Source: an optimization exercise on an open RTL-to-GDS flow (aim: small area and a short achievable clock period). Production flows keep margins and buffers that such runs may drop. Where RTL was checked, it was by simulation tests only, not by an equivalence proof against the original. Power and IR drop assume default switching activity.

==> module ex_carry_tree, before the edit <==
module ex_carry_tree #(
    parameter int W = 64
) (
    input  logic [W-1:0] g_i,
    input  logic [W-1:0] p_i,
    input  logic         cin_i,
    output logic [W:0]   c_o
);
    localparam int L = (W > 1) ? $clog2(W) : 1;
    logic [W-1:0] gk, pk, gn, pn;
    always_comb begin
        gk    = g_i;
        gk[0] = g_i[0] | (p_i[0] & cin_i);
        pk    = p_i;
        for (int k = 0; k < L; k++) begin
            gn = gk;
            pn = pk;
            for (int i = 0; i < W; i++) begin
                if (((i >> k) % 2) == 1) begin
                    gn[i] = gk[i] | (pk[i] & gk[((i >> k) << k) - 1]);
                    pn[i] = pk[i] & pk[((i >> k) << k) - 1];
                end
            end
            gk = gn;
            pk = pn;
        end
    end
    assign c_o = {gk, cin_i};
endmodule
==> module ex_branch_unit, before the edit <==
module ex_branch_unit (
    input  logic [rv_ex_pkg::CC_W-1:0]  ctrl_c_i,
    input  logic [32-1:7]         inst_i,
    input  logic [64-1:0]         pc_i,
    input  logic [64-1:0]         next_pc_i,
    input  logic [64-1:0]         rs1_data_i,
    input  logic                        br_taken_i,
    output logic [64-1:0]         br_target_o,
    output logic [64-1:0]         real_npc_o
);
    localparam int W  = 64;
    localparam int LO = 21;
    logic          jal, jalr, br, s;
    logic [W-1:0]  base, t;
    logic [LO-1:0] ofs, g, p;
    logic [LO:0]   c;
    logic          inc, dec;
    logic [W-LO:0] m;
    assign jal  = ctrl_c_i[rv_ex_pkg::C_JAL];
    assign jalr = ctrl_c_i[rv_ex_pkg::C_JALR];
    assign br   = ctrl_c_i[rv_ex_pkg::C_BR];
    assign s    = inst_i[31];                   
    assign base = jalr ? rs1_data_i : pc_i;
    always_comb begin
        if (jal)       ofs = {inst_i[31], inst_i[19:12], inst_i[20], inst_i[30:21], 1'b0};
        else if (jalr) ofs = {{(LO-12){inst_i[31]}}, inst_i[31:20]};
        else           ofs = {{(LO-13){inst_i[31]}}, inst_i[31], inst_i[7], inst_i[30:25], inst_i[11:8], 1'b0};
    end
    assign g = base[LO-1:0] & ofs;
    assign p = base[LO-1:0] ^ ofs;
    ex_carry_tree #(.W(LO)) u_lo (.g_i(g), .p_i(p), .cin_i(1'b0), .c_o(c));
    assign t[LO-1:0] = p ^ c[LO-1:0];
    assign inc = c[LO] & !s;
    assign dec = !c[LO] & s;
    ex_carry_tree #(.W(W-LO)) u_hi (
        .g_i('0), .p_i(base[W-1:LO] ^ {(W-LO){dec}}), .cin_i(inc | dec), .c_o(m)
    );
    assign t[W-1:LO] = base[W-1:LO] ^ m[W-LO-1:0];
    assign br_target_o = {W{jal | jalr | br}} & {t[W-1:1], t[0] & !jalr};
    assign real_npc_o  = br_taken_i ? {t[W-1:1], t[0] & !jalr} : next_pc_i;
endmodule
clock: 12.0 ns
lec_check: 0
cap_margin: 20
core_margin: 2
core_utilization: 40
place_density: 0.6
setup_slack_margin: 5
slew_margin: 20
run.sh (not shown) runs the stock make flow with config.mk's settings and CLKGATE_MAP_FILE= SYNTH_SCRIPT=/design/flow/synth_recipe.tcl, a recipe that flattens the netlist after the stock synthesis.
Next try:
--- a/flow/design.v
+++ b/flow/design.v
@@ -232,9 +232,9 @@
     input  logic [W-1:0] p_i,
     input  logic         cin_i,
     output logic [W:0]   c_o
 );
-    localparam int L = (W > 1) ? $clog2(W) : 1;
+    localparam int L = (W > 32) ? 6 : (W > 16) ? 5 : (W > 8) ? 4 : (W > 4) ? 3 : (W > 2) ? 2 : 1;
     logic [W-1:0] gk, pk, gn, pn;
     always_comb begin
         gk    = g_i;
         gk[0] = g_i[0] | (p_i[0] & cin_i);
@@ -351,10 +351,10 @@
     logic          jal, jalr, br, s;
     logic [W-1:0]  base, t;
     logic [LO-1:0] ofs, g, p;
     logic [LO:0]   c;
-    logic          inc, dec;
-    logic [W-LO:0] m;
+    logic [W-LO:0] m_inc, m_dec;
+    logic [W-1:LO] t_hi;
     assign jal  = ctrl_c_i[rv_ex_pkg::C_JAL];
     assign jalr = ctrl_c_i[rv_ex_pkg::C_JALR];
     assign br   = ctrl_c_i[rv_ex_pkg::C_BR];
     assign s    = inst_i[31];                   
@@ -367,14 +367,22 @@
     assign g = base[LO-1:0] & ofs;
     assign p = base[LO-1:0] ^ ofs;
     ex_carry_tree #(.W(LO)) u_lo (.g_i(g), .p_i(p), .cin_i(1'b0), .c_o(c));
     assign t[LO-1:0] = p ^ c[LO-1:0];
-    assign inc = c[LO] & !s;
-    assign dec = !c[LO] & s;
-    ex_carry_tree #(.W(W-LO)) u_hi (
-        .g_i('0), .p_i(base[W-1:LO] ^ {(W-LO){dec}}), .cin_i(inc | dec), .c_o(m)
+    ex_carry_tree #(.W(W-LO)) u_inc (
+        .g_i('0), .p_i(base[W-1:LO]), .cin_i(1'b1), .c_o(m_inc)
     );
-    assign t[W-1:LO] = base[W-1:LO] ^ m[W-LO-1:0];
+    ex_carry_tree #(.W(W-LO)) u_dec (
+        .g_i('0), .p_i(~base[W-1:LO]), .cin_i(1'b1), .c_o(m_dec)
+    );
+    always_comb begin
+        case ({c[LO], s})
+            2'b10:   t_hi = base[W-1:LO] ^ m_inc[W-LO-1:0];
+            2'b01:   t_hi = base[W-1:LO] ^ m_dec[W-LO-1:0];
+            default: t_hi = base[W-1:LO];
+        endcase
+    end
+    assign t[W-1:LO] = t_hi;
     assign br_target_o = {W{jal | jalr | br}} & {t[W-1:1], t[0] & !jalr};
     assign real_npc_o  = br_taken_i ? {t[W-1:1], t[0] & !jalr} : next_pc_i;
 endmodule
 `timescale 1ns/1ps
What happened: The new run passed the timing, design-rule and antenna checks. Via count shrinks by 0.35%. Wire length grows by about 5%. Setup slack gets better by 0.15 ns. Global-route usage grows by 2.3 points. Critical path depth shrinks by 17. Hold slack gets better by 0.0047 ns. Utilization shrinks by 0.70 points. Clock skew does not change. Power grows by 0.38%. Synthesized cell count grows by 1.2%.
For the first run of this note, only the layout was checked, not whether the RTL still works.

==> static timing again, ports no longer ideal <==
The flow's constraints put no driver on any port. The routed layouts listed below were extracted and timed again, unchanged, in two steps. Step 1 sets driving cells, clkbuf_16 on the clock port and buf_2 on the other inputs (assumed; they add their load-dependent delay and slew). Step 2 times the ports against the registers' clock, not the clock port: input delays grow and output delays shrink by t, the midpoint of the rising clock arrivals with the driver on. Three values: ideal ports, drivers, drivers and shift; two values: the first two.
| run | shift t [ns] | slack for setup (ns) | worst setup path at the end | latest minus earliest clock arrival (ns) | worst slew at a driven data input, ns |
|---|---|---|---|---|---|
| the first run | 0.681 | 4.660 / 4.671 / 3.990 | input to register | 0.047 / 0.048 | 0.24 |
| the second run | 0.676 | 4.807 / 4.840 / 4.163 | input to register | 0.027 / 0.027 | 0.21 |
After both steps setup and hold are still met in every run listed. For the first run, which loses most, drivers alone change the setup slack by +0.011 ns; drivers and shift together by -0.670 ns.
